Background: an optimization exercise with open tools, aiming at small area, a short achievable clock period and few clock cycles. Do not read the settings as production practice.
The RTL was checked by simulation tests, not by an equivalence proof against the original design.

==> flow/design.v, too long to show whole: its modules and the start of the top module <==
// module ntt_pe_core: 261 lines
// module ntt_mul13x13: 440 lines
// module ntt_mul14x14: 378 lines
// module ntt_mul14x13l: 299 lines
module ntt_pe_core #(
  parameter int DATA_SIZE_ARB = 13,
  parameter int RING_SIZE     = 16
) (
  input  logic                         clk,
  input  logic                         reset,
  input  logic                         valid,
  input  logic [DATA_SIZE_ARB-1:0]     din,
  input  logic [DATA_SIZE_ARB-1:0]     q,
  input  logic [DATA_SIZE_ARB-1:0]     twiddle_i,
  output logic [$clog2(RING_SIZE)-1:0] tw_addr,
  output logic                         busy,
  output logic [DATA_SIZE_ARB-1:0]     dout,
  output logic                         dout_valid,
  output logic                         done
);
  // ...
==> flow/run.sh <==
#!/bin/bash
# synth_recipe.tcl (not shown) runs the flow's synth.tcl, then flattens the netlist and writes it again
# the make line also repeats each setting of config.mk as NAME=value (left out here)
make -C /OpenROAD-flow-scripts/flow DESIGN_CONFIG=/design/flow/config.mk WORK_HOME=/design/flow/orfs CLKGATE_MAP_FILE= SYNTH_SCRIPT=/design/flow/synth_recipe.tcl finish
==> flow/config.mk <==
export PLATFORM = sky130hd
export DESIGN_NAME = ntt_pe_core
export DESIGN_NICKNAME = ntt_pe_core
export VERILOG_FILES = /design/flow/design.v
export SDC_FILE = /design/flow/constraint.sdc
export NUM_CORES = 4
export LEC_CHECK = 0
export CAP_MARGIN = 20
export CORE_MARGIN = 2
export CORE_UTILIZATION = 40
export SLEW_MARGIN = 20
==> flow/constraint.sdc <==
create_clock -name core_clock -period 100.0 [get_ports {clk}]
set_input_delay 20.0000 -clock core_clock [delete_from_list [all_inputs] [get_ports {clk}]]
set_output_delay 20.0000 -clock core_clock [all_outputs]
set_load 0.01 [all_outputs]
==> flow_summary.json, run 1 <==
{
  "status": "finished clean",
  "gp_congestion": 0.891,
  "dr_wl_met3_mm": 9.25,
  "gr-total-overflow": 0,
  "critPathCaptureType": "primary output",
  "arrival_ns": 1.66,
  "crit_path_end": "dout_valid",
  "sh_seq_area_pct": 31.4,
  "nets": 4894,
  "setup_viol": 0,
  "slew_headroom_pct": 27.6,
  "fill_cells": 10100,
  "ys.flop_type": "edfxtp_1",
  "grt_pass1_wl_mm": 182,
  "firstDrtPassIters": 11,
  "postRouteAntennaNets": 0,
  "final_common_cell": "inv_1",
  "final_cell_area_sq_mm": 0.0474,
  "hold_slack_ns": 0.314,
  "cts_setup_buffers": 0,
  "routed.top_layer": "met4",
  "num-multi-input-gates": 2817,
  "async_reset_ff_share_pct": 0
}
Testbench counts, summed over its fixed seeds: cycles 3,424.
==> module ntt_pe_core, before the edit <==
module ntt_pe_core #(
  parameter int DATA_SIZE_ARB = 13,
  parameter int RING_SIZE     = 16
) (
  input  logic                         clk,
  input  logic                         reset,
  input  logic                         valid,
  input  logic [DATA_SIZE_ARB-1:0]     din,
  input  logic [DATA_SIZE_ARB-1:0]     q,
  input  logic [DATA_SIZE_ARB-1:0]     twiddle_i,
  output logic [$clog2(RING_SIZE)-1:0] tw_addr,
  output logic                         busy,
  output logic [DATA_SIZE_ARB-1:0]     dout,
  output logic                         dout_valid,
  output logic                         done
);
  localparam int W = 13;
  logic [W-1:0] q_in;
  logic [W-1:0] qr;
  assign qr = q_in;
  logic [W-1:0] qm;
  function automatic logic [W+1:0] rca(input logic [W:0] x, input logic [W:0] y, input logic cin);
    logic c;
    c = cin;
    for (int i = 0; i <= W; i++) begin
      rca[i] = x[i] ^ y[i] ^ c;
      c      = (x[i] & y[i]) | (c & (x[i] ^ y[i]));
    end
    rca[W+1] = c;
  endfunction
  function automatic logic [W-1:0] madd(input logic [W-1:0] a, input logic [W-1:0] b,
                                        input logic [W-1:0] m);
    logic [W+1:0] s, t;
    s = rca({1'b0, a}, {1'b0, b}, 1'b0);
    t = rca(s[W:0], ~{1'b0, m}, 1'b1);
    madd = t[W+1] ? t[W-1:0] : s[W-1:0];
  endfunction
  function automatic logic [W-1:0] msub(input logic [W-1:0] a, input logic [W-1:0] b,
                                        input logic [W-1:0] m);
    logic [W+1:0] d, e;
    d = rca({1'b0, a}, ~{1'b0, b}, 1'b1);
    e = rca(d[W:0], {1'b0, m}, 1'b0);
    msub = d[W+1] ? d[W-1:0] : e[W-1:0];
  endfunction
  logic [W-1:0] ma, mr, tw_r;
  logic [13:0]  mu;
  logic [25:0]  bp;
  logic [14:0]  bt;
  logic [27:0]  bq2;
  ntt_mul13x13  u_m1 (.a(ma), .b(tw_r), .p(bp));
  ntt_mul14x14  u_m2 (.a(bp[25:12]), .b(mu), .p(bq2));
  ntt_mul14x13l u_m3 (.a(bq2[27:14]), .b(qm), .p(bt));
  logic [14:0]  br0, br1;
  logic [15:0]  bs1, bs2;
  logic [W-1:0] bres;
  always_comb begin
    br0  = bp[14:0] - bt;
    bs1  = {1'b0, br0} - {2'b0, qm, 1'b0};
    br1  = bs1[15] ? br0 : bs1[14:0];
    bs2  = {1'b0, br1} - {3'b0, qm};
    bres = bs2[15] ? br1[W-1:0] : bs2[W-1:0];
  end
  logic [3:0]   cnt_in;    
  logic         acc;
  assign acc = valid && !busy;
  logic [W-1:0] xr;        
  logic [W-1:0] xs;        
  logic [W-1:0] d1 [8];    
  logic         ev;        
  logic [3:0]   xi;        
  logic [2:0]   dv_cnt;
  logic         dv_run;
  logic [13:0]  dv_r;
  logic [14:0]  dv_q;
  logic [W-1:0] dv_qn;
  assign qm = dv_qn;
  logic [3:0]   zq;
  logic [14:0]  dv_t1, dv_t2;
  logic [13:0]  dv_r1;
  always_comb begin
    zq = 4'd0;
    for (int i = 0; i < W; i++) if (qr[i]) zq = 4'(12 - i);
    dv_t1 = {dv_r, 1'b0} - {2'b0, dv_qn};
    dv_r1 = dv_t1[14] ? {dv_r[12:0], 1'b0} : dv_t1[13:0];
    dv_t2 = {dv_r1, 1'b0} - {2'b0, dv_qn};
  end
  always_ff @(posedge clk) begin
    xr   <= din;
    q_in <= q;
    if (ev) begin
      d1[0] <= xs;
      for (int i = 1; i < 8; i++) d1[i] <= d1[i-1];
    end
  end
  always_ff @(posedge clk) begin
    if (!reset) begin
      dv_run <= 1'b0;
      dv_cnt <= 3'd0;
    end else if (ev && xi == 4'd0) begin
      dv_run <= 1'b1;
      dv_cnt <= 3'd0;
    end else if (dv_run) begin
      dv_cnt <= dv_cnt + 3'd1;
      if (dv_cnt == 3'd7) dv_run <= 1'b0;
    end
  end
  always_ff @(posedge clk) begin
    dv_qn <= qr << zq;
    if (dv_run && dv_cnt == 3'd0) begin
      dv_r  <= 14'd8192 - {1'b0, dv_qn};
      dv_q  <= 15'd1;
    end else begin
      dv_r <= dv_t2[14] ? {dv_r1[12:0], 1'b0} : dv_t2[13:0];
      dv_q <= {dv_q[12:0], !dv_t1[14], !dv_t2[14]};
    end
    if (dv_run && dv_cnt == 3'd7) begin
      mu <= {dv_q[12:0], !dv_t1[14]};
    end
  end
  logic         e1;        
  logic [2:0]   n1;
  logic [W-1:0] s1, dd1;   
  logic [W-1:0] p2, q2;    
  logic         mv1, mv2;  
  logic [2:0]   nm1, nm2;
  logic [W-1:0] p2d, q2d;  
  assign e1  = ev && xi[3];
  assign n1  = xi[2:0];
  logic [W-1:0] rp [4], rq [4], rpd [4], rqd [4];
  logic [4:0]   tau;       
  logic [4:0]   oc;        
  logic [1:0]   gsel;      
  logic [W-1:0] e0, e1v, e2v, e3v, f0, f1, ua, ub, ox, ox8, f2;
  logic [W-1:0] g1, g3, dq;
  logic [W-1:0] dl8 [8];
  logic         e2s, e2d;  
  logic [W-1:0] xa, xb;
  assign e2s = e1 && n1[2];
  assign e2d = mv2 && nm2[2];
  always_comb begin
    xs  = xr << zq;
    s1  = madd(d1[7], xs, qm);
    dd1 = msub(d1[7], xs, qm);
    gsel = 2'(tau - 5'd6);
    case (gsel)
      2'd0: begin e0 = rp[3];  e1v = rp[2];  e2v = rp[1];  e3v = rp[0];  end
      2'd1: begin e0 = rpd[3]; e1v = rpd[2]; e2v = rpd[1]; e3v = rpd[0]; end
      2'd2: begin e0 = rq[3];  e1v = rq[2];  e2v = rq[1];  e3v = rq[0];  end
      default: begin e0 = rqd[3]; e1v = rqd[1]; e2v = rqd[0]; e3v = mr; end
    endcase
    xa = e2d ? rpd[3] : e0;
    xb = e2d ? mr : e2v;
    f0 = madd(xa, xb, qm);
    f2 = msub(xa, xb, qm);
    f1 = madd(e1v, e3v, qm);
    ua = e2s ? rp[3] : (tau >= 5'd10) ? e0 : f0;
    ub = e2s ? s1 : (tau >= 5'd10) ? mr : f1;
    ox  = madd(ua, ub, qm);
    ox8 = msub(ua, ub, qm);
    p2  = ox;
    q2  = ox8;
    p2d = f0;
    q2d = f2;
    case (2'(tau - 5'd8))
      2'd0: begin g1 = rp[2];  g3 = rp[0];  end
      2'd1: begin g1 = rpd[2]; g3 = rpd[0]; end
      2'd2: begin g1 = rq[2];  g3 = rq[0];  end
      default: begin g1 = rqd[2]; g3 = rqd[0]; end
    endcase
    dq = msub(g1, g3, qm);
  end
  function automatic logic [3:0] tw_of(input logic [4:0] t);
    case (t)
      5'd1, 5'd4: tw_of = 4'd2;
      5'd2, 5'd5: tw_of = 4'd4;
      5'd3, 5'd6: tw_of = 4'd6;
      default:    tw_of = 4'd4;
    endcase
  endfunction
  always_ff @(posedge clk) begin
    tw_r <= twiddle_i;
    mr   <= bres;
    if (e1) begin
      for (int i = 1; i < 4; i++) rp[i] <= rp[i-1];
      rp[0] <= e2s ? p2 : s1;
    end
    if (e2s) begin
      for (int i = 1; i < 4; i++) rq[i] <= rq[i-1];
      rq[0] <= q2;
    end else if (tau >= 5'd2 && tau <= 5'd6) begin
      for (int i = 1; i < 3; i++) rq[i] <= rq[i-1];
      rq[0] <= mr;
    end
    if ((e1 && n1 == 3'd0) || mv2) begin
      for (int i = 1; i < 4; i++) rpd[i] <= rpd[i-1];
      rpd[0] <= e2d ? p2d : mv2 ? mr : dd1;
    end
    if (e2d) begin
      for (int i = 1; i < 4; i++) rqd[i] <= rqd[i-1];
      rqd[0] <= q2d;
    end else if (tau >= 5'd5 && tau <= 5'd9) begin
      for (int i = 1; i < 3; i++) rqd[i] <= rqd[i-1];
      rqd[0] <= mr;
    end
    if (e1 && n1 != 3'd0) ma <= dd1;
    else begin
      case (tau)
        5'd2, 5'd3, 5'd4: ma <= rq[2];
        5'd5, 5'd6, 5'd7: ma <= rqd[2];
        default: ma <= dq;
      endcase
    end
    case (tau)
      5'd6: rp[3]  <= f2;
      5'd7: rpd[3] <= f2;
      5'd8: rq[3]  <= f2;
      5'd9: rqd[3] <= f2;
      default: ;
    endcase
    dl8[0] <= ox8;
    for (int i = 1; i < 8; i++) dl8[i] <= dl8[i-1];
    dout <= ((oc != 5'd0) ? dl8[7] : ox) >> zq;
  end
  always_ff @(posedge clk) begin
    if (!reset) begin
      cnt_in     <= 4'd0;
      busy       <= 1'b0;
      ev         <= 1'b0;
      xi         <= 4'd0;
      mv1        <= 1'b0;
      mv2        <= 1'b0;
      nm1        <= 3'd0;
      nm2        <= 3'd0;
      tau        <= 5'd0;
      oc         <= 5'd0;
      dout_valid <= 1'b0;
      done       <= 1'b0;
      tw_addr    <= 4'd0;
    end else begin
      ev   <= acc;
      xi   <= cnt_in;
      busy <= acc && cnt_in == 4'd15;
      if (acc) cnt_in <= cnt_in + 4'd1;
      mv1  <= e1 && n1 != 3'd0;
      nm1  <= n1;
      mv2  <= mv1;
      nm2  <= nm1;
      if (ev && xi == 4'd15) tau <= 5'd2;
      else if (tau == 5'd13) tau <= 5'd0;
      else if (tau != 5'd0) tau <= tau + 5'd1;
      if (tau == 5'd13) oc <= 5'd14;
      else if (oc == 5'd21) oc <= 5'd0;
      else if (oc != 5'd0) oc <= oc + 5'd1;
      dout_valid <= (tau >= 5'd6) || (oc != 5'd0);
      done       <= (oc == 5'd21);
      if (ev && xi[3] && xi[2:0] != 3'd7) tw_addr <= 4'(xi[2:0] + 3'd1);
      else if (ev && xi == 4'd15) tw_addr <= tw_of(5'd1);
      else if (tau >= 5'd2 && tau <= 5'd10) tw_addr <= tw_of(tau);
    end
  end
endmodule
==> module ntt_mul14x14, before the edit <==
module ntt_mul14x14 (input logic [13:0] a, input logic [13:0] b, output logic [27:0] p);
  logic pp1, pp2, pp3, pp4, pp5, pp6, pp7, pp8, pp9, pp10, pp11, pp12, pp13, pp14, pp15, pp16, pp17, pp18, pp19, pp20, pp21, pp22, pp23, pp24, pp25, pp26, pp27, pp28, pp29, pp30, pp31, pp32, pp33, pp34, pp35, pp36, pp37, pp38, pp39, pp40, pp41, pp42, pp43, pp44, pp45, pp46, pp47, pp48, pp49, pp50, pp51, pp52, pp53, pp54, pp55, pp56, pp57, pp58, pp59, pp60, pp61, pp62, pp63, pp64, pp65, pp66, pp67, pp68, pp69, pp70, pp71, pp72, pp73, pp74, pp75, pp76, pp77, pp78, pp79, pp80, pp81, pp82, pp83, pp84, pp85, pp86, pp87, pp88, pp89, pp90, pp91, pp92, pp93, pp94, pp95, pp96, pp97, pp98, pp99, pp100, pp101, pp102, pp103, pp104, pp105, pp106, pp107, pp108, pp109, pp110, pp111, pp112, pp113, pp114, pp115, pp116, pp117, pp118, pp119, pp120, pp121, pp122, pp123, pp124, pp125, pp126, pp127, pp128, pp129, pp130, pp131, pp132, pp133, pp134, pp135, pp136, pp137, pp138, pp139, pp140, pp141, s142, c143, s144, c145, s146, c147, s148, c149, s150, c151, s152, c153, s154, c155, s156, c157, s158, c159, s160, c161, s162, c163, s164, c165, s166, c167, s168, c169, s170, c171, s172, c173, s174, c175, s176, c177, s178, c179, s180, c181, s182, c183, s184, c185, s186, c187, s188, c189, s190, c191, s192, c193, s194, c195, s196, c197, s198, c199, s200, c201, s202, c203, s204, c205, s206, c207, s208, c209, s210, c211, s212, c213, s214, c215, s216, c217, s218, c219, s220, c221, s222, c223, s224, c225, s226, c227, s228, c229, s230, c231, s232, c233, s234, c235, s236, c237, s238, c239, s240, c241, s242, c243, s244, c245, s246, c247, s248, c249, s250, c251, s252, c253, s254, c255, s256, c257, s258, c259, s260, c261, s262, c263, s264, c265, s266, c267, s268, c269, s270, c271, s272, c273, s274, c275, s276, c277, s278, c279, s280, c281, s282, c283, s284, c285, s286, c287, s288, c289, s290, c291, s292, c293, s294, c295, s296, c297, s298, c299, s300, c301, s302, c303, s304, c305, s306, c307, s308, c309, s310, c311, s312, c313, s314, c315, s316, c317, s318, c319, s320, c321, s322, c323, s324, c325, s326, c327, s328, c329, s330, c331, s332, c333, s334, c335, s336, c337, s338, c339, s340, c341, s342, c343, s344, c345, s346, c347, s348, c349, s350, c351, s352, c353, s354, c355, s356, c357, s358, c359, s360, c361, s362, c363, s364, c365, s366, c367, s368, c369, s370, c371;
  assign pp1 = a[0] & b[10];
  assign pp2 = a[0] & b[11];
  assign pp3 = a[0] & b[12];
  assign pp4 = a[0] & b[13];
  assign pp5 = a[1] & b[9];
  assign pp6 = a[1] & b[10];
  assign pp7 = a[1] & b[11];
  assign pp8 = a[1] & b[12];
  assign pp9 = a[1] & b[13];
  assign pp10 = a[2] & b[8];
  assign pp11 = a[2] & b[9];
  assign pp12 = a[2] & b[10];
  assign pp13 = a[2] & b[11];
  assign pp14 = a[2] & b[12];
  assign pp15 = a[2] & b[13];
  assign pp16 = a[3] & b[7];
  assign pp17 = a[3] & b[8];
  assign pp18 = a[3] & b[9];
  assign pp19 = a[3] & b[10];
  assign pp20 = a[3] & b[11];
  assign pp21 = a[3] & b[12];
  assign pp22 = a[3] & b[13];
  assign pp23 = a[4] & b[6];
  assign pp24 = a[4] & b[7];
  assign pp25 = a[4] & b[8];
  assign pp26 = a[4] & b[9];
  assign pp27 = a[4] & b[10];
  assign pp28 = a[4] & b[11];
  assign pp29 = a[4] & b[12];
  assign pp30 = a[4] & b[13];
  assign pp31 = a[5] & b[5];
  assign pp32 = a[5] & b[6];
  assign pp33 = a[5] & b[7];
  assign pp34 = a[5] & b[8];
  assign pp35 = a[5] & b[9];
  assign pp36 = a[5] & b[10];
  assign pp37 = a[5] & b[11];
  assign pp38 = a[5] & b[12];
  assign pp39 = a[5] & b[13];
  assign pp40 = a[6] & b[4];
  assign pp41 = a[6] & b[5];
  assign pp42 = a[6] & b[6];
  assign pp43 = a[6] & b[7];
  assign pp44 = a[6] & b[8];
  assign pp45 = a[6] & b[9];
  assign pp46 = a[6] & b[10];
  assign pp47 = a[6] & b[11];
  assign pp48 = a[6] & b[12];
  assign pp49 = a[6] & b[13];
  assign pp50 = a[7] & b[3];
  assign pp51 = a[7] & b[4];
  assign pp52 = a[7] & b[5];
  assign pp53 = a[7] & b[6];
  assign pp54 = a[7] & b[7];
  assign pp55 = a[7] & b[8];
  assign pp56 = a[7] & b[9];
  assign pp57 = a[7] & b[10];
  assign pp58 = a[7] & b[11];
  assign pp59 = a[7] & b[12];
  assign pp60 = a[7] & b[13];
  assign pp61 = a[8] & b[2];
  assign pp62 = a[8] & b[3];
  assign pp63 = a[8] & b[4];
  assign pp64 = a[8] & b[5];
  assign pp65 = a[8] & b[6];
  assign pp66 = a[8] & b[7];
  assign pp67 = a[8] & b[8];
  assign pp68 = a[8] & b[9];
  assign pp69 = a[8] & b[10];
  assign pp70 = a[8] & b[11];
  assign pp71 = a[8] & b[12];
  assign pp72 = a[8] & b[13];
  assign pp73 = a[9] & b[1];
  assign pp74 = a[9] & b[2];
  assign pp75 = a[9] & b[3];
  assign pp76 = a[9] & b[4];
  assign pp77 = a[9] & b[5];
  assign pp78 = a[9] & b[6];
  assign pp79 = a[9] & b[7];
  assign pp80 = a[9] & b[8];
  assign pp81 = a[9] & b[9];
  assign pp82 = a[9] & b[10];
  assign pp83 = a[9] & b[11];
  assign pp84 = a[9] & b[12];
  assign pp85 = a[9] & b[13];
  assign pp86 = a[10] & b[0];
  assign pp87 = a[10] & b[1];
  assign pp88 = a[10] & b[2];
  assign pp89 = a[10] & b[3];
  assign pp90 = a[10] & b[4];
  assign pp91 = a[10] & b[5];
  assign pp92 = a[10] & b[6];
  assign pp93 = a[10] & b[7];
  assign pp94 = a[10] & b[8];
  assign pp95 = a[10] & b[9];
  assign pp96 = a[10] & b[10];
  assign pp97 = a[10] & b[11];
  assign pp98 = a[10] & b[12];
  assign pp99 = a[10] & b[13];
  assign pp100 = a[11] & b[0];
  assign pp101 = a[11] & b[1];
  assign pp102 = a[11] & b[2];
  assign pp103 = a[11] & b[3];
  assign pp104 = a[11] & b[4];
  assign pp105 = a[11] & b[5];
  assign pp106 = a[11] & b[6];
  assign pp107 = a[11] & b[7];
  assign pp108 = a[11] & b[8];
  assign pp109 = a[11] & b[9];
  assign pp110 = a[11] & b[10];
  assign pp111 = a[11] & b[11];
  assign pp112 = a[11] & b[12];
  assign pp113 = a[11] & b[13];
  assign pp114 = a[12] & b[0];
  assign pp115 = a[12] & b[1];
  assign pp116 = a[12] & b[2];
  assign pp117 = a[12] & b[3];
  assign pp118 = a[12] & b[4];
  assign pp119 = a[12] & b[5];
  assign pp120 = a[12] & b[6];
  assign pp121 = a[12] & b[7];
  assign pp122 = a[12] & b[8];
  assign pp123 = a[12] & b[9];
  assign pp124 = a[12] & b[10];
  assign pp125 = a[12] & b[11];
  assign pp126 = a[12] & b[12];
  assign pp127 = a[12] & b[13];
  assign pp128 = a[13] & b[0];
  assign pp129 = a[13] & b[1];
  assign pp130 = a[13] & b[2];
  assign pp131 = a[13] & b[3];
  assign pp132 = a[13] & b[4];
  assign pp133 = a[13] & b[5];
  assign pp134 = a[13] & b[6];
  assign pp135 = a[13] & b[7];
  assign pp136 = a[13] & b[8];
  assign pp137 = a[13] & b[9];
  assign pp138 = a[13] & b[10];
  assign pp139 = a[13] & b[11];
  assign pp140 = a[13] & b[12];
  assign pp141 = a[13] & b[13];
  assign s142 = pp4 ^ pp8;
  assign c143 = pp4 & pp8;
  assign s144 = pp9 ^ pp14;
  assign c145 = pp9 & pp14;
  assign s146 = pp1 ^ pp5 ^ pp10;
  assign c147 = (pp1 & pp5) | (pp1 & pp10) | (pp5 & pp10);
  assign s148 = pp2 ^ pp6 ^ pp11;
  assign c149 = (pp2 & pp6) | (pp2 & pp11) | (pp6 & pp11);
  assign s150 = pp17 ^ pp24 ^ pp32;
  assign c151 = (pp17 & pp24) | (pp17 & pp32) | (pp24 & pp32);
  assign s152 = pp3 ^ pp7 ^ pp12;
  assign c153 = (pp3 & pp7) | (pp3 & pp12) | (pp7 & pp12);
  assign s154 = pp18 ^ pp25 ^ pp33;
  assign c155 = (pp18 & pp25) | (pp18 & pp33) | (pp25 & pp33);
  assign s156 = pp42 ^ pp52 ^ pp63;
  assign c157 = (pp42 & pp52) | (pp42 & pp63) | (pp52 & pp63);
  assign s158 = pp13 ^ pp19 ^ pp26;
  assign c159 = (pp13 & pp19) | (pp13 & pp26) | (pp19 & pp26);
  assign s160 = pp34 ^ pp43 ^ pp53;
  assign c161 = (pp34 & pp43) | (pp34 & pp53) | (pp43 & pp53);
  assign s162 = pp64 ^ pp76 ^ pp89;
  assign c163 = (pp64 & pp76) | (pp64 & pp89) | (pp76 & pp89);
  assign s164 = pp102 ^ pp115;
  assign c165 = pp102 & pp115;
  assign s166 = pp20 ^ pp27 ^ pp35;
  assign c167 = (pp20 & pp27) | (pp20 & pp35) | (pp27 & pp35);
  assign s168 = pp44 ^ pp54 ^ pp65;
  assign c169 = (pp44 & pp54) | (pp44 & pp65) | (pp54 & pp65);
  assign s170 = pp77 ^ pp90 ^ pp103;
  assign c171 = (pp77 & pp90) | (pp77 & pp103) | (pp90 & pp103);
  assign s172 = pp116 ^ pp129 ^ c143;
  assign c173 = (pp116 & pp129) | (pp116 & c143) | (pp129 & c143);
  assign s174 = pp15 ^ pp21 ^ pp28;
  assign c175 = (pp15 & pp21) | (pp15 & pp28) | (pp21 & pp28);
  assign s176 = pp36 ^ pp45 ^ pp55;
  assign c177 = (pp36 & pp45) | (pp36 & pp55) | (pp45 & pp55);
  assign s178 = pp66 ^ pp78 ^ pp91;
  assign c179 = (pp66 & pp78) | (pp66 & pp91) | (pp78 & pp91);
  assign s180 = pp104 ^ pp117 ^ pp130;
  assign c181 = (pp104 & pp117) | (pp104 & pp130) | (pp117 & pp130);
  assign s182 = pp22 ^ pp29 ^ pp37;
  assign c183 = (pp22 & pp29) | (pp22 & pp37) | (pp29 & pp37);
  assign s184 = pp46 ^ pp56 ^ pp67;
  assign c185 = (pp46 & pp56) | (pp46 & pp67) | (pp56 & pp67);
  assign s186 = pp79 ^ pp92 ^ pp105;
  assign c187 = (pp79 & pp92) | (pp79 & pp105) | (pp92 & pp105);
  assign s188 = pp30 ^ pp38 ^ pp47;
  assign c189 = (pp30 & pp38) | (pp30 & pp47) | (pp38 & pp47);
  assign s190 = pp57 ^ pp68 ^ pp80;
  assign c191 = (pp57 & pp68) | (pp57 & pp80) | (pp68 & pp80);
  assign s192 = pp39 ^ pp48 ^ pp58;
  assign c193 = (pp39 & pp48) | (pp39 & pp58) | (pp48 & pp58);
  assign s194 = pp16 ^ pp23 ^ pp31;
  assign c195 = (pp16 & pp23) | (pp16 & pp31) | (pp23 & pp31);
  assign s196 = pp40 ^ pp50;
  assign c197 = pp40 & pp50;
  assign s198 = pp41 ^ pp51 ^ pp62;
  assign c199 = (pp41 & pp51) | (pp41 & pp62) | (pp51 & pp62);
  assign s200 = pp74 ^ pp87 ^ pp100;
  assign c201 = (pp74 & pp87) | (pp74 & pp100) | (pp87 & pp100);
  assign s202 = c147 ^ s148;
  assign c203 = c147 & s148;
  assign s204 = pp75 ^ pp88 ^ pp101;
  assign c205 = (pp75 & pp88) | (pp75 & pp101) | (pp88 & pp101);
  assign s206 = pp114 ^ c149 ^ c151;
  assign c207 = (pp114 & c149) | (pp114 & c151) | (c149 & c151);
  assign s208 = s152 ^ s154 ^ s156;
  assign c209 = (s152 & s154) | (s152 & s156) | (s154 & s156);
  assign s210 = pp128 ^ s142 ^ c153;
  assign c211 = (pp128 & s142) | (pp128 & c153) | (s142 & c153);
  assign s212 = c155 ^ c157 ^ s158;
  assign c213 = (c155 & c157) | (c155 & s158) | (c157 & s158);
  assign s214 = s160 ^ s162 ^ s164;
  assign c215 = (s160 & s162) | (s160 & s164) | (s162 & s164);
  assign s216 = s144 ^ c159 ^ c161;
  assign c217 = (s144 & c159) | (s144 & c161) | (c159 & c161);
  assign s218 = c163 ^ c165 ^ s166;
  assign c219 = (c163 & c165) | (c163 & s166) | (c165 & s166);
  assign s220 = s168 ^ s170 ^ s172;
  assign c221 = (s168 & s170) | (s168 & s172) | (s170 & s172);
  assign s222 = c145 ^ c167 ^ c169;
  assign c223 = (c145 & c167) | (c145 & c169) | (c167 & c169);
  assign s224 = c171 ^ c173 ^ s174;
  assign c225 = (c171 & c173) | (c171 & s174) | (c173 & s174);
  assign s226 = s176 ^ s178 ^ s180;
  assign c227 = (s176 & s178) | (s176 & s180) | (s178 & s180);
  assign s228 = pp118 ^ pp131 ^ c175;
  assign c229 = (pp118 & pp131) | (pp118 & c175) | (pp131 & c175);
  assign s230 = c177 ^ c179 ^ c181;
  assign c231 = (c177 & c179) | (c177 & c181) | (c179 & c181);
  assign s232 = s182 ^ s184 ^ s186;
  assign c233 = (s182 & s184) | (s182 & s186) | (s184 & s186);
  assign s234 = pp93 ^ pp106 ^ pp119;
  assign c235 = (pp93 & pp106) | (pp93 & pp119) | (pp106 & pp119);
  assign s236 = pp132 ^ c183 ^ c185;
  assign c237 = (pp132 & c183) | (pp132 & c185) | (c183 & c185);
  assign s238 = c187 ^ s188 ^ s190;
  assign c239 = (c187 & s188) | (c187 & s190) | (s188 & s190);
  assign s240 = pp69 ^ pp81 ^ pp94;
  assign c241 = (pp69 & pp81) | (pp69 & pp94) | (pp81 & pp94);
  assign s242 = pp107 ^ pp120 ^ pp133;
  assign c243 = (pp107 & pp120) | (pp107 & pp133) | (pp120 & pp133);
  assign s244 = c189 ^ c191 ^ s192;
  assign c245 = (c189 & c191) | (c189 & s192) | (c191 & s192);
  assign s246 = pp49 ^ pp59 ^ pp70;
  assign c247 = (pp49 & pp59) | (pp49 & pp70) | (pp59 & pp70);
  assign s248 = pp82 ^ pp95 ^ pp108;
  assign c249 = (pp82 & pp95) | (pp82 & pp108) | (pp95 & pp108);
  assign s250 = pp121 ^ pp134 ^ c193;
  assign c251 = (pp121 & pp134) | (pp121 & c193) | (pp134 & c193);
  assign s252 = pp60 ^ pp71 ^ pp83;
  assign c253 = (pp60 & pp71) | (pp60 & pp83) | (pp71 & pp83);
  assign s254 = pp96 ^ pp109 ^ pp122;
  assign c255 = (pp96 & pp109) | (pp96 & pp122) | (pp109 & pp122);
  assign s256 = pp72 ^ pp84 ^ pp97;
  assign c257 = (pp72 & pp84) | (pp72 & pp97) | (pp84 & pp97);
  assign s258 = pp61 ^ pp73 ^ pp86;
  assign c259 = (pp61 & pp73) | (pp61 & pp86) | (pp73 & pp86);
  assign s260 = s150 ^ c195 ^ c197;
  assign c261 = (s150 & c195) | (s150 & c197) | (c195 & c197);
  assign s262 = s198 ^ s200;
  assign c263 = s198 & s200;
  assign s264 = c199 ^ c201 ^ c203;
  assign c265 = (c199 & c201) | (c199 & c203) | (c201 & c203);
  assign s266 = s204 ^ s206 ^ s208;
  assign c267 = (s204 & s206) | (s204 & s208) | (s206 & s208);
  assign s268 = c205 ^ c207 ^ c209;
  assign c269 = (c205 & c207) | (c205 & c209) | (c207 & c209);
  assign s270 = s210 ^ s212 ^ s214;
  assign c271 = (s210 & s212) | (s210 & s214) | (s212 & s214);
  assign s272 = c211 ^ c213 ^ c215;
  assign c273 = (c211 & c213) | (c211 & c215) | (c213 & c215);
  assign s274 = s216 ^ s218 ^ s220;
  assign c275 = (s216 & s218) | (s216 & s220) | (s218 & s220);
  assign s276 = c217 ^ c219 ^ c221;
  assign c277 = (c217 & c219) | (c217 & c221) | (c219 & c221);
  assign s278 = s222 ^ s224 ^ s226;
  assign c279 = (s222 & s224) | (s222 & s226) | (s224 & s226);
  assign s280 = c223 ^ c225 ^ c227;
  assign c281 = (c223 & c225) | (c223 & c227) | (c225 & c227);
  assign s282 = s228 ^ s230 ^ s232;
  assign c283 = (s228 & s230) | (s228 & s232) | (s230 & s232);
  assign s284 = c229 ^ c231 ^ c233;
  assign c285 = (c229 & c231) | (c229 & c233) | (c231 & c233);
  assign s286 = s234 ^ s236 ^ s238;
  assign c287 = (s234 & s236) | (s234 & s238) | (s236 & s238);
  assign s288 = c235 ^ c237 ^ c239;
  assign c289 = (c235 & c237) | (c235 & c239) | (c237 & c239);
  assign s290 = s240 ^ s242 ^ s244;
  assign c291 = (s240 & s242) | (s240 & s244) | (s242 & s244);
  assign s292 = c241 ^ c243 ^ c245;
  assign c293 = (c241 & c243) | (c241 & c245) | (c243 & c245);
  assign s294 = s246 ^ s248 ^ s250;
  assign c295 = (s246 & s248) | (s246 & s250) | (s248 & s250);
  assign s296 = pp135 ^ c247 ^ c249;
  assign c297 = (pp135 & c247) | (pp135 & c249) | (c247 & c249);
  assign s298 = c251 ^ s252 ^ s254;
  assign c299 = (c251 & s252) | (c251 & s254) | (s252 & s254);
  assign s300 = pp110 ^ pp123 ^ pp136;
  assign c301 = (pp110 & pp123) | (pp110 & pp136) | (pp123 & pp136);
  assign s302 = c253 ^ c255 ^ s256;
  assign c303 = (c253 & c255) | (c253 & s256) | (c255 & s256);
  assign s304 = pp85 ^ pp98 ^ pp111;
  assign c305 = (pp85 & pp98) | (pp85 & pp111) | (pp98 & pp111);
  assign s306 = pp124 ^ pp137 ^ c257;
  assign c307 = (pp124 & pp137) | (pp124 & c257) | (pp137 & c257);
  assign s308 = pp99 ^ pp112 ^ pp125;
  assign c309 = (pp99 & pp112) | (pp99 & pp125) | (pp112 & pp125);
  assign s310 = s146 ^ s194;
  assign c311 = s146 & s194;
  assign s312 = s202 ^ c259 ^ s260;
  assign c313 = (s202 & c259) | (s202 & s260) | (c259 & s260);
  assign s314 = c261 ^ c263 ^ s264;
  assign c315 = (c261 & c263) | (c261 & s264) | (c263 & s264);
  assign s316 = c265 ^ c267 ^ s268;
  assign c317 = (c265 & c267) | (c265 & s268) | (c267 & s268);
  assign s318 = c269 ^ c271 ^ s272;
  assign c319 = (c269 & c271) | (c269 & s272) | (c271 & s272);
  assign s320 = c273 ^ c275 ^ s276;
  assign c321 = (c273 & c275) | (c273 & s276) | (c275 & s276);
  assign s322 = c277 ^ c279 ^ s280;
  assign c323 = (c277 & c279) | (c277 & s280) | (c279 & s280);
  assign s324 = c281 ^ c283 ^ s284;
  assign c325 = (c281 & c283) | (c281 & s284) | (c283 & s284);
  assign s326 = c285 ^ c287 ^ s288;
  assign c327 = (c285 & c287) | (c285 & s288) | (c287 & s288);
  assign s328 = c289 ^ c291 ^ s292;
  assign c329 = (c289 & c291) | (c289 & s292) | (c291 & s292);
  assign s330 = c293 ^ c295 ^ s296;
  assign c331 = (c293 & c295) | (c293 & s296) | (c295 & s296);
  assign s332 = c297 ^ c299 ^ s300;
  assign c333 = (c297 & c299) | (c297 & s300) | (c299 & s300);
  assign s334 = c301 ^ c303 ^ s304;
  assign c335 = (c301 & c303) | (c301 & s304) | (c303 & s304);
  assign s336 = pp138 ^ c305 ^ c307;
  assign c337 = (pp138 & c305) | (pp138 & c307) | (c305 & c307);
  assign s338 = pp113 ^ pp126 ^ pp139;
  assign c339 = (pp113 & pp126) | (pp113 & pp139) | (pp126 & pp139);
  assign s340 = s196 ^ s258;
  assign c341 = s196 & s258;
  assign s342 = s262 ^ c311 ^ s312;
  assign c343 = (s262 & c311) | (s262 & s312) | (c311 & s312);
  assign s344 = s266 ^ c313 ^ s314;
  assign c345 = (s266 & c313) | (s266 & s314) | (c313 & s314);
  assign s346 = s270 ^ c315 ^ s316;
  assign c347 = (s270 & c315) | (s270 & s316) | (c315 & s316);
  assign s348 = s274 ^ c317 ^ s318;
  assign c349 = (s274 & c317) | (s274 & s318) | (c317 & s318);
  assign s350 = s278 ^ c319 ^ s320;
  assign c351 = (s278 & c319) | (s278 & s320) | (c319 & s320);
  assign s352 = s282 ^ c321 ^ s322;
  assign c353 = (s282 & c321) | (s282 & s322) | (c321 & s322);
  assign s354 = s286 ^ c323 ^ s324;
  assign c355 = (s286 & c323) | (s286 & s324) | (c323 & s324);
  assign s356 = s290 ^ c325 ^ s326;
  assign c357 = (s290 & c325) | (s290 & s326) | (c325 & s326);
  assign s358 = s294 ^ c327 ^ s328;
  assign c359 = (s294 & c327) | (s294 & s328) | (c327 & s328);
  assign s360 = s298 ^ c329 ^ s330;
  assign c361 = (s298 & c329) | (s298 & s330) | (c329 & s330);
  assign s362 = s302 ^ c331 ^ s332;
  assign c363 = (s302 & c331) | (s302 & s332) | (c331 & s332);
  assign s364 = s306 ^ c333 ^ s334;
  assign c365 = (s306 & c333) | (s306 & s334) | (c333 & s334);
  assign s366 = s308 ^ c335 ^ s336;
  assign c367 = (s308 & c335) | (s308 & s336) | (c335 & s336);
  assign s368 = c309 ^ c337 ^ s338;
  assign c369 = (c309 & c337) | (c309 & s338) | (c337 & s338);
  assign s370 = pp127 ^ pp140 ^ c339;
  assign c371 = (pp127 & pp140) | (pp127 & c339) | (pp140 & c339);
  logic [27:0] r0, r1;
  assign r0 = {1'b0, pp141, c369, c367, c365, c363, c361, c359, c357, c355, c353, c351, c349, c347, c345, c343, c341, s310, 1'b0, 1'b0, 1'b0, 1'b0, 1'b0, 1'b0, 1'b0, 1'b0, 1'b0, 1'b0};
  assign r1 = {1'b0, c371, s370, s368, s366, s364, s362, s360, s358, s356, s354, s352, s350, s348, s346, s344, s342, s340, 1'b0, 1'b0, 1'b0, 1'b0, 1'b0, 1'b0, 1'b0, 1'b0, 1'b0, 1'b0};
  assign p = r0 + r1;
endmodule
==> run 2, diff against run 1 <==
--- a/flow/design.v
+++ b/flow/design.v
@@ -43,12 +43,12 @@
     msub = d[W+1] ? d[W-1:0] : e[W-1:0];
   endfunction
   logic [W-1:0] ma, mr, tw_r;
-  logic [13:0]  mu;
+  logic [12:0]  mu;      
   logic [25:0]  bp;
   logic [14:0]  bt;
   logic [27:0]  bq2;
   ntt_mul13x13  u_m1 (.a(ma), .b(tw_r), .p(bp));
-  ntt_mul14x14  u_m2 (.a(bp[25:12]), .b(mu), .p(bq2));
+  ntt_mul14x14  u_m2 (.a(bp[25:12]), .b({1'b1, mu}), .p(bq2));
   ntt_mul14x13l u_m3 (.a(bq2[27:14]), .b(qm), .p(bt));
   logic [14:0]  br0, br1;
   logic [15:0]  bs1, bs2;
@@ -80,9 +80,9 @@
   always_comb begin
     zq = 4'd0;
     for (int i = 0; i < W; i++) if (qr[i]) zq = 4'(12 - i);
-    dv_t1 = {dv_r, 1'b0} - {2'b0, dv_qn};
+    dv_t1 = rca({dv_r, 1'b0}, ~{1'b0, dv_qn}, 1'b1) ^ 15'h4000;   
     dv_r1 = dv_t1[14] ? {dv_r[12:0], 1'b0} : dv_t1[13:0];
-    dv_t2 = {dv_r1, 1'b0} - {2'b0, dv_qn};
+    dv_t2 = rca({dv_r1, 1'b0}, ~{1'b0, dv_qn}, 1'b1) ^ 15'h4000;
   end
   always_ff @(posedge clk) begin
     xr   <= din;
@@ -114,7 +114,7 @@
       dv_q <= {dv_q[12:0], !dv_t1[14], !dv_t2[14]};
     end
     if (dv_run && dv_cnt == 3'd7) begin
-      mu <= {dv_q[12:0], !dv_t1[14]};
+      mu <= {dv_q[11:0], !dv_t1[14]};
     end
   end
   logic         e1;        
@@ -704,25 +704,25 @@
   assign pp1 = a[0] & b[10];
   assign pp2 = a[0] & b[11];
   assign pp3 = a[0] & b[12];
-  assign pp4 = a[0] & b[13];
+  assign pp4 = a[0];
   assign pp5 = a[1] & b[9];
   assign pp6 = a[1] & b[10];
   assign pp7 = a[1] & b[11];
   assign pp8 = a[1] & b[12];
-  assign pp9 = a[1] & b[13];
+  assign pp9 = a[1];
   assign pp10 = a[2] & b[8];
   assign pp11 = a[2] & b[9];
   assign pp12 = a[2] & b[10];
   assign pp13 = a[2] & b[11];
   assign pp14 = a[2] & b[12];
-  assign pp15 = a[2] & b[13];
+  assign pp15 = a[2];
   assign pp16 = a[3] & b[7];
   assign pp17 = a[3] & b[8];
   assign pp18 = a[3] & b[9];
   assign pp19 = a[3] & b[10];
   assign pp20 = a[3] & b[11];
   assign pp21 = a[3] & b[12];
-  assign pp22 = a[3] & b[13];
+  assign pp22 = a[3];
   assign pp23 = a[4] & b[6];
   assign pp24 = a[4] & b[7];
   assign pp25 = a[4] & b[8];
@@ -730,7 +730,7 @@
   assign pp27 = a[4] & b[10];
   assign pp28 = a[4] & b[11];
   assign pp29 = a[4] & b[12];
-  assign pp30 = a[4] & b[13];
+  assign pp30 = a[4];
   assign pp31 = a[5] & b[5];
   assign pp32 = a[5] & b[6];
   assign pp33 = a[5] & b[7];
@@ -739,7 +739,7 @@
   assign pp36 = a[5] & b[10];
   assign pp37 = a[5] & b[11];
   assign pp38 = a[5] & b[12];
-  assign pp39 = a[5] & b[13];
+  assign pp39 = a[5];
   assign pp40 = a[6] & b[4];
   assign pp41 = a[6] & b[5];
   assign pp42 = a[6] & b[6];
@@ -749,7 +749,7 @@
   assign pp46 = a[6] & b[10];
   assign pp47 = a[6] & b[11];
   assign pp48 = a[6] & b[12];
-  assign pp49 = a[6] & b[13];
+  assign pp49 = a[6];
   assign pp50 = a[7] & b[3];
   assign pp51 = a[7] & b[4];
   assign pp52 = a[7] & b[5];
@@ -760,7 +760,7 @@
   assign pp57 = a[7] & b[10];
   assign pp58 = a[7] & b[11];
   assign pp59 = a[7] & b[12];
-  assign pp60 = a[7] & b[13];
+  assign pp60 = a[7];
   assign pp61 = a[8] & b[2];
   assign pp62 = a[8] & b[3];
   assign pp63 = a[8] & b[4];
@@ -772,7 +772,7 @@
   assign pp69 = a[8] & b[10];
   assign pp70 = a[8] & b[11];
   assign pp71 = a[8] & b[12];
-  assign pp72 = a[8] & b[13];
+  assign pp72 = a[8];
   assign pp73 = a[9] & b[1];
   assign pp74 = a[9] & b[2];
   assign pp75 = a[9] & b[3];
@@ -785,7 +785,7 @@
   assign pp82 = a[9] & b[10];
   assign pp83 = a[9] & b[11];
   assign pp84 = a[9] & b[12];
-  assign pp85 = a[9] & b[13];
+  assign pp85 = a[9];
   assign pp86 = a[10] & b[0];
   assign pp87 = a[10] & b[1];
   assign pp88 = a[10] & b[2];
@@ -799,7 +799,7 @@
   assign pp96 = a[10] & b[10];
   assign pp97 = a[10] & b[11];
   assign pp98 = a[10] & b[12];
-  assign pp99 = a[10] & b[13];
+  assign pp99 = a[10];
   assign pp100 = a[11] & b[0];
   assign pp101 = a[11] & b[1];
   assign pp102 = a[11] & b[2];
@@ -813,7 +813,7 @@
   assign pp110 = a[11] & b[10];
   assign pp111 = a[11] & b[11];
   assign pp112 = a[11] & b[12];
-  assign pp113 = a[11] & b[13];
+  assign pp113 = a[11];
   assign pp114 = a[12] & b[0];
   assign pp115 = a[12] & b[1];
   assign pp116 = a[12] & b[2];
@@ -827,7 +827,7 @@
   assign pp124 = a[12] & b[10];
   assign pp125 = a[12] & b[11];
   assign pp126 = a[12] & b[12];
-  assign pp127 = a[12] & b[13];
+  assign pp127 = a[12];
   assign pp128 = a[13] & b[0];
   assign pp129 = a[13] & b[1];
   assign pp130 = a[13] & b[2];
@@ -841,7 +841,7 @@
   assign pp138 = a[13] & b[10];
   assign pp139 = a[13] & b[11];
   assign pp140 = a[13] & b[12];
-  assign pp141 = a[13] & b[13];
+  assign pp141 = a[13];
   assign s142 = pp4 ^ pp8;
   assign c143 = pp4 & pp8;
   assign s144 = pp9 ^ pp14;
--- a/flow/config.mk
+++ b/flow/config.mk
@@ -8,4 +8,6 @@
 export CAP_MARGIN = 20
 export CORE_MARGIN = 2
 export CORE_UTILIZATION = 40
+export CTS_BUF_LIST = sky130_fd_sc_hd__clkbuf_8
+export CTS_CLUSTER_SIZE = 30
 export SLEW_MARGIN = 20
==> flow_summary.json, run 2 <==
{
  "r2r_slack_ns": 79.35,
  "drtIter0Drc": 2703,
  "hold_class": "reg -> reg",
  "initial_core_util_pct": 40.3,
  "top_regs": "d1 (104), dl8 (104)",
  "ys_warn_count": 7,
  "die_x_microns": 329,
  "min-delay-start": "dl8[6][2]",
  "worst_pin_slew_ns": 1.18,
  "gp_congestion": 0.888,
  "synth_cells": 4041,
  "wire_per_inst_microns": 21.0,
  "grt_pass1_wl_mm": 180,
  "hpwl_mm": 83.6,
  "portBuffers": 61,
  "muxShareOfSynthArea_pct": 4.85,
  "grt_pass1_vias": 30300,
  "reg2reg_to": "mr[1]",
  "grt_setup_unrepaired": "no",
  "min_path_cells": 0,
  "arrival_ns": 1.62,
  "tns_ns": 0,
  "cpLargestDelayFamily": "buffers and inverters",
  "rows": 119,
  "synth_xor_area_share_pct": 2.31,
  "cts_buffer_depth": 3,
  "core_sq_mm": 0.105,
  "insertion_delay_ns": 0.77,
  "finalCriticalPeriod_ns": 21.62,
  "slew_headroom_pct": 21.5,
  "cts-root-buf": "clkbuf_8",
  "synth.distinct_cells": 79,
  "cap_viol_max_count": 0,
  "io-pin-count": 62,
  "critPathBufInv": 1,
  "firstDrtPassIters": 7,
  "synth_edf_count": 325,
  "post_cts_resized": 0,
  "area_growth_pct": 10.0,
  "worstRegToRegCells": 71,
  "synth.cell_area_sq_mm": 0.0423,
  "cp_max_fo": 2,
  "synth.area.top_cells": "fa_1 25%, edfxtp_1 23%, dfxtp_1 12%, inv_1 5.1%, ha_1 4.3%",
  "gr-total-overflow": 0,
  "cts_max_level": 3,
  "yosys_register_bits": 579,
  "worstSetupPathType": "reg -> out",
  "fin_cells": 5542,
  "critPathCaptureType": "primary output",
  "clk_pin_slew_ns": 0.06,
  "via_count": 29500,
  "postCtsHoldBufs": 0,
  "antenna_found_initial": 3,
  "ys.flop_type": "edfxtp_1",
  "setup_viol": 0,
  "period_share_pct": 21.6,
  "drive_gt1_share_pct": 7.88,
  "cpPeakStageDelay_ns": 0.54,
  "place_inst": 5366,
  "synth.top_cells.by_count": "570 x inv_1, 520 x fa_1, 444 x nand2_1",
  "synth_nets": 4749,
  "crit_path_cell_trace": "clkdlybuf4s50_1",
  "final_common_cell": "inv_1",
  "synth_compound_area_share_pct": 9.80,
  "cp_data_required_time_ns": 80.00,
  "yosysTopAreaCellShare_pct": 24.6,
  "synth.largest_area_cell": "fa_1",
  "hold_viol": 0,
  "die_y_microns": 329,
  "post_synth.cell_area_avg_sq_um": 10.5,
  "whs_endpoint": "dl8[7][2]",
  "start_kind": "flop",
  "dieArea_sq_mm": 0.108,
  "final_cell_mix": "598 x inv_1, 520 x fa_1, 442 x nand2_1, 325 x edfxtp_1, 256 x and2_1",
  "grt_usage_pct": 21.8,
  "drcViolationCount": 0,
  "grt_max_degree": 79,
  "nets": 4781,
  "synth.most_common_cell": "inv_1",
  "cp_slowest_cell": "clkdlybuf4s50_1",
  "cts_setup_buffers": 0,
  "fin_skew_ns": 0.0625,
  "reg2reg_from": "tw_r[8]",
  "numCtsBuffers": 96,
  "maxSlewViolCount": 0,
  "synth-simple-area-share_pct": 12.2,
  "wl_mm": 116,
  "cts_tree": "built",
  "synth_top_family_by_area": "adder cells",
  "cts.sinks": 579,
  "postRouteAntennaNets": 0,
  "routed_via_density": 5.32,
  "ys_seq_area_share_pct": 35.1,
  "status": "finished clean",
  "synthAdderAreaFrac_pct": 28.9,
  "async_reset_ff_share_pct": 0,
  "max_freq_mhz": 46.2
}
[run 2: cell count changes in the layout (fill, tap and decap cells not counted), sizes merged, moves of 22 or more]
| cell | change |
|---|---|
| fa | +22 |
| ha | -23 |
| inv | +23 |
| nand2 | -24 |
| o21ai | -49 |
| xnor2 | -22 |
[run 2: metal layers]
layer | wire length, microns | global-route usage [%]
met5 | 27 | 0
met4 | 5800 | 9.72
met3 | 7300 | 3.34
met2 | 55400 | 36.3
met1 | 47700 | 28.1
[run 2: cell type report]
| type | instances | area, sq um |
|---|---|---|
| Fill cell | 10100 | 58500 |
| Multi-Input combinational cell | 2695 | 24700 |
| Sequential cell | 579 | 14800 |
| Inverter | 572 | 2150 |
| Tap cell | 1391 | 1740 |
| Clock buffer | 108 | 1490 |
| Timing Repair Buffer | 129 | 1120 |
| Clock inverter | 66 | 536 |
| Antenna cell | 2 | 5.00 |
[run 2: worst max-delay path by stage]
stage	slack [ns]	end	cells after the start	from
3_5_place_dp	78.52	mv1	3	reset
4_1_cts	78.28	dout_valid	1	dout_valid
2_1_floorplan	79.27	cnt_in[3]	4	valid
6_report	78.38	tw_addr[3]	1	tw_addr[3]
5_1_grt	78.16	mr[1]	71	ma[7]
3_3_place_gp	78.54	tau[2]	4	reset
[run 2: kinds of logic after synthesis]
| kind of cell | Yosys count |
|---|---|
| flops | 579 |
| buf+inv | 767 |
| mux | 187 |
| compound gates | 646 |
| simple gates | 1093 |
| xor+xnor | 102 |
| fa+ha+maj | 667 |
[run 2: stage by stage]
step	hold slack, ns	instance area (sq um)	utilization [%]	worst slack (ns)
finish	0.316	46600	44.3	78.38
global route	0.314	46600	44.3	78.16
CTS	0.300	46600	44.3	78.28
detailed placement	0.312	44500	42.4	78.52
global placement	0.310	44500	42.4	78.54
floorplan	0.310	42300	-	79.27
Testbench counts of run 2, summed over its fixed seeds: cycles 3,424.
==> run 3, diff against run 2 <==
--- a/flow/config.mk
+++ b/flow/config.mk
@@ -8,6 +8,4 @@
 export CAP_MARGIN = 20
 export CORE_MARGIN = 2
 export CORE_UTILIZATION = 40
-export CTS_BUF_LIST = sky130_fd_sc_hd__clkbuf_8
-export CTS_CLUSTER_SIZE = 30
 export SLEW_MARGIN = 20
==> flow_summary.json, run 3 <==
{
  "status": "finished clean",
  "synth_nets": 4749,
  "utilization_pct": 44.8,
  "wl_mm": 116,
  "post_synth.cell_area_avg_sq_um": 10.5,
  "hpwl_mm": 83.6,
  "die_x_microns": 329,
  "grt_pass1_vias": 30100,
  "fin_cells": 5497,
  "antenna_found_initial": 5,
  "io-pin-count": 62,
  "firstDrtPassIters": 7,
  "synth.largest_area_cell": "fa_1",
  "rows": 119,
  "area_growth_pct": 11.2,
  "ys.flop_type": "edfxtp_1",
  "start_kind": "flop",
  "gp_congestion": 0.888,
  "worstSetupPathType": "reg -> out",
  "grt_max_degree": 79,
  "drtIter0Drc": 2564,
  "portBuffers": 61,
  "tns_ns": 0,
  "final_cell_area_sq_mm": 0.0471,
  "insertion_delay_ns": 0.67,
  "slew_headroom_pct": 22.2,
  "final_common_cell": "inv_1",
  "worst_pin_slew_ns": 1.17,
  "ys_seq_area_share_pct": 35.1,
  "post_cts_resized": 0,
  "synth_cells": 4041,
  "yosysTopAreaCellShare_pct": 24.6,
  "cts_tree": "built",
  "fill_cells": 10000,
  "cts.sinks": 579,
  "cts_max_level": 3,
  "cp_max_fo": 2,
  "setup_viol": 0,
  "top_regs": "d1 (104), dl8 (104)",
  "dieArea_sq_mm": 0.108,
  "hold_viol": 0,
  "initial_core_util_pct": 40.3,
  "cts-root-buf": "clkbuf_16",
  "cpLargestDelayFamily": "buffers and inverters",
  "die_y_microns": 329,
  "numCtsBuffers": 70,
  "synth.area.top_cells": "fa_1 25%, edfxtp_1 23%, dfxtp_1 12%, inv_1 5.1%, ha_1 4.3%",
  "cp_data_required_time_ns": 80.00,
  "placed_area_sq_mm": 0.0445,
  "cap_viol_max_count": 0,
  "wire_per_inst_microns": 21.1,
  "synth.most_common_cell": "inv_1",
  "critPathBufInv": 1,
  "hold_class": "reg -> reg",
  "fin_skew_ns": 0.0551,
  "critPathCaptureType": "primary output",
  "arrival_ns": 1.54,
  "postRouteAntennaNets": 0,
  "via_count": 29400,
  "gr-total-overflow": 0,
  "yosys_register_bits": 579,
  "drive_gt1_share_pct": 7.43,
  "routed_via_density": 5.35,
  "crit_path_cell_trace": "clkdlybuf4s50_1",
  "async_reset_ff_share_pct": 0,
  "synth.cell_area_sq_mm": 0.0423,
  "final_cell_mix": "569 x inv_1, 520 x fa_1, 442 x nand2_1, 325 x edfxtp_1, 256 x and2_1",
  "max_freq_mhz": 46.4,
  "synth.distinct_cells": 79,
  "core_sq_mm": 0.105,
  "drcViolationCount": 0,
  "ys_warn_count": 7,
  "nets": 4755,
  "place_inst": 5366,
  "synth.top_cells.by_count": "570 x inv_1, 520 x fa_1, 444 x nand2_1",
  "synth_edf_count": 325,
  "maxSlewViolCount": 0,
  "finalCriticalPeriod_ns": 21.54,
  "clk_pin_slew_ns": 0.06,
  "cp_slowest_cell": "clkdlybuf4s50_1",
  "cts_setup_buffers": 0,
  "grt_setup_unrepaired": "no",
  "postCtsHoldBufs": 0,
  "cts_buffer_depth": 3,
  "period_share_pct": 21.5,
  "grt_pass1_wl_mm": 179,
  "cpPeakStageDelay_ns": 0.55,
  "grt_usage_pct": 21.7
}
run 3: cell counts after synthesis:
No cell type changed its count.
run 3: worst paths after layout:
kind / from / to / slack, ns / cells past startpoint
hold reg to reg: dl8[3][7] / dl8[4][7] / 0.30 / 0
setup reg to reg: tw_r[8] / mr[1] / 79.35 / 71
setup / recovery: tw_addr[2] / tw_addr[2] / 78.46 / 1
hold / removal: dl8[3][7] / dl8[4][7] / 0.30 / 0
run 3: layer usage:
| metal | vias up | global-route usage, % | share of wire [%] |
|---|---|---|---|
| met5 | - | 0 | 0.023 |
| met4 | 4 | 9.71 | 4.8 |
| met3 | 262 | 3.52 | 7.0 |
| met2 | 1077 | 36.1 | 48 |
| met1 | 14700 | 28.0 | 40 |
| li1 | 13300 | - | - |
run 3: final cells by class:
class | count | area [sq um] | share of cell area, %
Inverter | 572 | 2150 | 4.56
Clock buffer | 97 | 2100 | 4.46
Sequential cell | 579 | 14800 | 31.5
Multi-Input combinational cell | 2695 | 24700 | 52.4
Timing Repair Buffer | 129 | 1120 | 2.38
Clock inverter | 33 | 444 | 0.943
Tap cell | 1391 | 1740 | 3.70
Antenna cell | 1 | 2.50 | 0.00531
run 3: logic make-up (layout without fill, tap and decap cells):
group	count (synthesis)	in the layout	synth area share, %
AND/OR/NAND/NOR	1093	1093	12.2
buffers and inverters	767	831	6.84
adder cells (fa/ha/maj)	667	667	28.9
AO/OA/AOI/OAI	646	646	9.80
flip-flops	579	579	35.1
multiplexers	187	187	4.85
XOR/XNOR	102	102	2.31
other	0	1	0
run 3: through the flow:
step	setup WS [ns]	hold WS, ns
final	78.46	0.300
after global placement	78.54	0.310
after CTS	78.39	0.297
after floorplan	79.27	0.310
after global routing	78.19	0.301
after detailed placement	78.52	0.312
==> run 4, diff against run 3 <==
--- a/flow/config.mk
+++ b/flow/config.mk
@@ -8,4 +8,6 @@
 export CAP_MARGIN = 20
 export CORE_MARGIN = 2
 export CORE_UTILIZATION = 40
+export CTS_BUF_LIST = sky130_fd_sc_hd__clkbuf_4
+export CTS_CLUSTER_SIZE = 20
 export SLEW_MARGIN = 20
==> flow_summary.json, run 4 <==
{
  "postRouteAntennaNets": 0,
  "critPathLaunch": "tw_addr[3]",
  "clk_pin_slew_ns": 0.06,
  "multi_input_area_sq_mm": 0.0247,
  "post_synth.cell_area_avg_sq_um": 10.5,
  "via_count": 29900,
  "synth.distinct_cells": 79,
  "critPathCaptureType": "primary output",
  "portBuffers": 61,
  "antenna_found_initial": 4,
  "io-pin-count": 62,
  "maxSlewViolCount": 0,
  "seq_area_sq_mm": 0.0148,
  "final_common_cell": "inv_1",
  "setup_viol": 0,
  "reg2reg_from": "tw_r[8]",
  "tns_ns": 0,
  "grt_pass1_wl_mm": 180,
  "firstDrtPassIters": 9,
  "rows": 119,
  "status": "finished clean",
  "grt_usage_pct": 21.9,
  "synth_nets": 4749,
  "cpLargestDelayFamily": "buffers and inverters",
  "hold_viol": 0,
  "cpPeakStageDelay_ns": 0.54,
  "wl_mm": 116,
  "ys_warn_count": 7,
  "cp_slowest_cell": "clkdlybuf4s50_1",
  "yosys_register_bits": 579,
  "synth_edf_count": 325,
  "top_regs": "d1 (104), dl8 (104)",
  "gp_congestion": 0.888,
  "ys.flop_type": "edfxtp_1",
  "period_share_pct": 21.9,
  "cap_viol_max_count": 0,
  "die_y_microns": 329,
  "die_x_microns": 329,
  "postCtsHoldBufs": 0,
  "synth.cell_area_sq_mm": 0.0423,
  "numCtsBuffers": 158,
  "async_reset_ff_share_pct": 0,
  "worstSetupPathType": "reg -> out",
  "utilization_pct": 44.4,
  "dieArea_sq_mm": 0.108,
  "fill_cells": 10200,
  "synth_cells": 4041,
  "cts-root-buf": "clkbuf_4",
  "yosysTopAreaCellShare_pct": 24.6,
  "grt_max_degree": 79,
  "cts_tree": "built",
  "cts_buffer_depth": 3,
  "cp_max_fo": 2,
  "critPathBufInv": 1,
  "synth.top_cells.by_count": "570 x inv_1, 520 x fa_1, 444 x nand2_1",
  "hpwl_mm": 83.6,
  "fin_skew_ns": 0.142,
  "hold_class": "reg -> reg",
  "cp_data_required_time_ns": 80.00,
  "wire_per_inst_microns": 20.6,
  "initial_core_util_pct": 40.3,
  "dpl_worst_slack_ns": 78.52,
  "core_sq_mm": 0.105,
  "insertion_delay_ns": 1.10,
  "area_growth_pct": 10.2,
  "cts_setup_buffers": 0,
  "cts_max_level": 4,
  "max_freq_mhz": 45.7,
  "nets": 4843,
  "drcViolationCount": 0,
  "crit_path_cell_trace": "clkdlybuf4s50_1",
  "start_kind": "flop",
  "fin_ws_ns": 78.10,
  "arrival_ns": 1.90,
  "post_cts_resized": 0,
  "final_cell_mix": "569 x inv_1, 520 x fa_1, 442 x nand2_1, 325 x edfxtp_1, 256 x and2_1",
  "drive_gt1_share_pct": 10.3,
  "synth.most_common_cell": "inv_1",
  "finalCriticalPeriod_ns": 21.90,
  "drtIter0Drc": 2590,
  "worst_pin_slew_ns": 1.14,
  "slew_headroom_pct": 24.2,
  "gr-total-overflow": 0,
  "synth.largest_area_cell": "fa_1",
  "min-delay-start": "dl8[0][7]",
  "routed_via_density": 5.28,
  "ys_seq_area_share_pct": 35.1,
  "grt_pass1_vias": 30800,
  "synth.area.top_cells": "fa_1 25%, edfxtp_1 23%, dfxtp_1 12%, inv_1 5.1%, ha_1 4.3%",
  "grt_setup_unrepaired": "no",
  "cts.sinks": 579
}
[run 4: worst reg2reg max path, delay by kind of cell (launching register included)]
kind	cells	cell delay, ns
xor+xnor	9	2.55
fa+ha+maj	19	8.70
simple gates	13	2.20
compound gates	18	4.51
flops	1	0.77
mux	2	0.89
buf+inv	10	0.86
[run 4: cell type report]
class	instances	area share, %
clock buffers	219	3.53
inverters	572	4.60
multi-input cells	2695	52.9
clock inverters	65	0.926
flip-flops and latches	579	31.8
well taps	1391	3.73
repair buffers	129	2.40
diodes	5	0.0268
[run 4: routing by layer]
layer,wire [microns],track usage (%),vias to the layer above
met3,7500,3.69,260
met4,5480,10.7,2
li1,-,-,13600
met1,47600,28.1,14900
met2,55700,36.1,1057
met5,13,0,-
[run 4: metrics by stage]
step           area (sq um)  hold WS, ns  cells
4_1_cts               46600        0.314   5650
6_report              46600        0.309   5655
3_3_place_gp          44500        0.310   5366
5_1_grt               46600        0.313   5655
2_1_floorplan         42300        0.310   4041
3_5_place_dp          44500        0.312   5366
[run 4: kinds of logic (layout without fill, tap and decap cells)]
| kind of cell | Yosys count | count (layout) | synth area share (%) |
|---|---|---|---|
| AO/OA/AOI/OAI | 646 | 646 | 9.80 |
| flip-flops | 579 | 579 | 35.1 |
| multiplexers | 187 | 187 | 4.85 |
| XOR/XNOR | 102 | 102 | 2.31 |
| adder cells (fa/ha/maj) | 667 | 667 | 28.9 |
| AND/OR/NAND/NOR | 1093 | 1093 | 12.2 |
| buffers and inverters | 767 | 985 | 6.84 |
| other | 0 | 5 | 0 |
[run 4: worst paths after layout]
path	slack (ns)	cells after the start	endpoint
hold / removal	0.31	0	dl8[1][7]
hold reg to reg	0.31	0	dl8[1][7]
setup reg to reg	79.30	71	mr[2]
setup / recovery	78.10	1	tw_addr[3]
==> run 5, diff against run 4 <==
--- a/flow/config.mk
+++ b/flow/config.mk
@@ -7,7 +7,7 @@
 export LEC_CHECK = 0
 export CAP_MARGIN = 20
 export CORE_MARGIN = 2
-export CORE_UTILIZATION = 40
-export CTS_BUF_LIST = sky130_fd_sc_hd__clkbuf_4
-export CTS_CLUSTER_SIZE = 20
+export CORE_UTILIZATION = 60
+export CTS_BUF_LIST = sky130_fd_sc_hd__clkbuf_8
+export CTS_CLUSTER_SIZE = 30
 export SLEW_MARGIN = 20
==> flow_summary.json, run 5 <==
{
  "status": "finished clean",
  "final_cell_area_sq_mm": 0.0458,
  "yosysTopAreaCellShare_pct": 24.6,
  "gr-total-overflow": 0,
  "period_share_pct": 21.6,
  "grtUsageMet1_pct": 40.8,
  "area_growth_pct": 8.19,
  "via_count": 30100,
  "worst_pin_slew_ns": 1.14,
  "cp_data_required_time_ns": 80.00,
  "ys_seq_area_share_pct": 35.1,
  "post_synth.cell_area_avg_sq_um": 10.5,
  "ys.flop_type": "edfxtp_1",
  "synth_top_family_by_area": "adder cells",
  "cp_max_fo": 2,
  "crit_path_cell_trace": "clkdlybuf4s50_1",
  "grt.busiest_layer": "met2",
  "synthAdderAreaFrac_pct": 28.9,
  "cts_setup_buffers": 0,
  "placed_area_sq_mm": 0.0439,
  "portBuffers": 61,
  "met2_usage_pct": 54.7,
  "tns_ns": 0,
  "die_y_microns": 270,
  "io-pin-count": 62,
  "top_regs": "d1 (104), dl8 (104)",
  "cts-root-buf": "clkbuf_8",
  "postRouteAntennaNets": 0,
  "synth-simple-area-share_pct": 12.2,
  "synth.cell_area_sq_mm": 0.0423,
  "setup_viol": 0,
  "cpPeakStageDelay_ns": 0.55,
  "routed_via_density": 5.92,
  "fin_skew_ns": 0.0432,
  "hold_slack_ns": 0.313,
  "gp_congestion": 0.953,
  "drcViolationCount": 0,
  "critPathCaptureType": "primary output",
  "antenna_found_initial": 6,
  "cts_tree": "built",
  "drive_gt1_share_pct": 7.44,
  "drtIter0Drc": 3107,
  "muxShareOfSynthArea_pct": 4.85,
  "yosys_register_bits": 579,
  "hold_class": "reg -> reg",
  "cts.sinks": 579,
  "cpLargestDelayFamily": "buffers and inverters",
  "r2r_slack_ns": 78.97,
  "finalCriticalPeriod_ns": 21.60,
  "cts_buffer_depth": 3,
  "slew_headroom_pct": 23.3,
  "clk_pin_slew_ns": 0.07,
  "place_inst": 4907,
  "cap_viol_max_count": 0,
  "final_common_cell": "inv_1",
  "grt_pass1_vias": 31700,
  "insertion_delay_ns": 0.72,
  "gr-usage-met3_pct": 5.37,
  "synth_nets": 4749,
  "cp_slowest_cell": "clkdlybuf4s50_1",
  "synth_edf_count": 325,
  "grt_pass1_wl_mm": 182
}
==> run 5: cell counts after synthesis <==
Identical to the previous run, type by type.
==> run 5: cells by family after synthesis <==
logic type | Yosys count
simple gates | 1093
mux | 187
flops | 579
compound gates | 646
xor+xnor | 102
fa+ha+maj | 667
buf+inv | 767
==> run 5: worst paths after layout <==
kind,startpoint,endpoint,cells past startpoint
min reg2reg,dl8[1][4],dl8[2][4],0
max,tw_addr[3],tw_addr[3],1
min,dl8[1][4],dl8[2][4],0
max reg2reg,ma[8],mr[12],69
==> run 5: final cells by class <==
| cell class | count | area, sq um |
|---|---|---|
| multi-input cells | 2695 | 24700 |
| fillers | 5683 | 24100 |
| flip-flops and latches | 579 | 14800 |
| inverters | 572 | 2150 |
| clock buffers | 105 | 1450 |
| well taps | 940 | 1180 |
| repair buffers | 123 | 1080 |
| clock inverters | 68 | 425 |
| diodes | 1 | 2.50 |
==> run 5: through the flow <==
| step | util (%) | worst slack, ns |
|---|---|---|
| 2_1_floorplan | - | 79.27 |
| 3_3_place_gp | 62.8 | 78.54 |
| 3_5_place_dp | 62.8 | 78.53 |
| 4_1_cts | 65.5 | 78.36 |
| 5_1_grt | 65.5 | 77.71 |
| 6_report | 65.5 | 78.40 |
==> run 5: per-layer routing <==
metal | vias to the layer above | share of wire, %
met5 | - | 0.0086
met4 | 2 | 5.7
met3 | 352 | 7.4
met2 | 1394 | 49
met1 | 15000 | 38
li1 | 13400 | -

## re-timing with driven ports
No port has a modelled driver above. Below, the same layouts with a new extraction and two added sets of constraints. Step 1 assumes that a clkbuf_16 drives the clock port and a buf_2 every other input. Step 2 also shifts input and output timing later by t, the mid clock arrival at the registers, as if the neighbouring blocks saw the same clock. a / b / c = no drivers / after step 1 / after step 2; a / b = the first two.
run	t, ns	slack for setup (ns)	worst slew at a driven data input, ns
run 1	0.705	78.335 / 78.266 / 78.516	0.04
run 2	0.809	78.377 / 78.307 / 78.550	0.04
run 3	0.712	78.460 / 78.387 / 78.564	0.04
run 4	1.095	78.099 / 78.030 / 78.502	0.04
run 5	0.764	78.404 / 78.340 / 78.521	0.04
After both steps setup and hold are still met in every run listed.
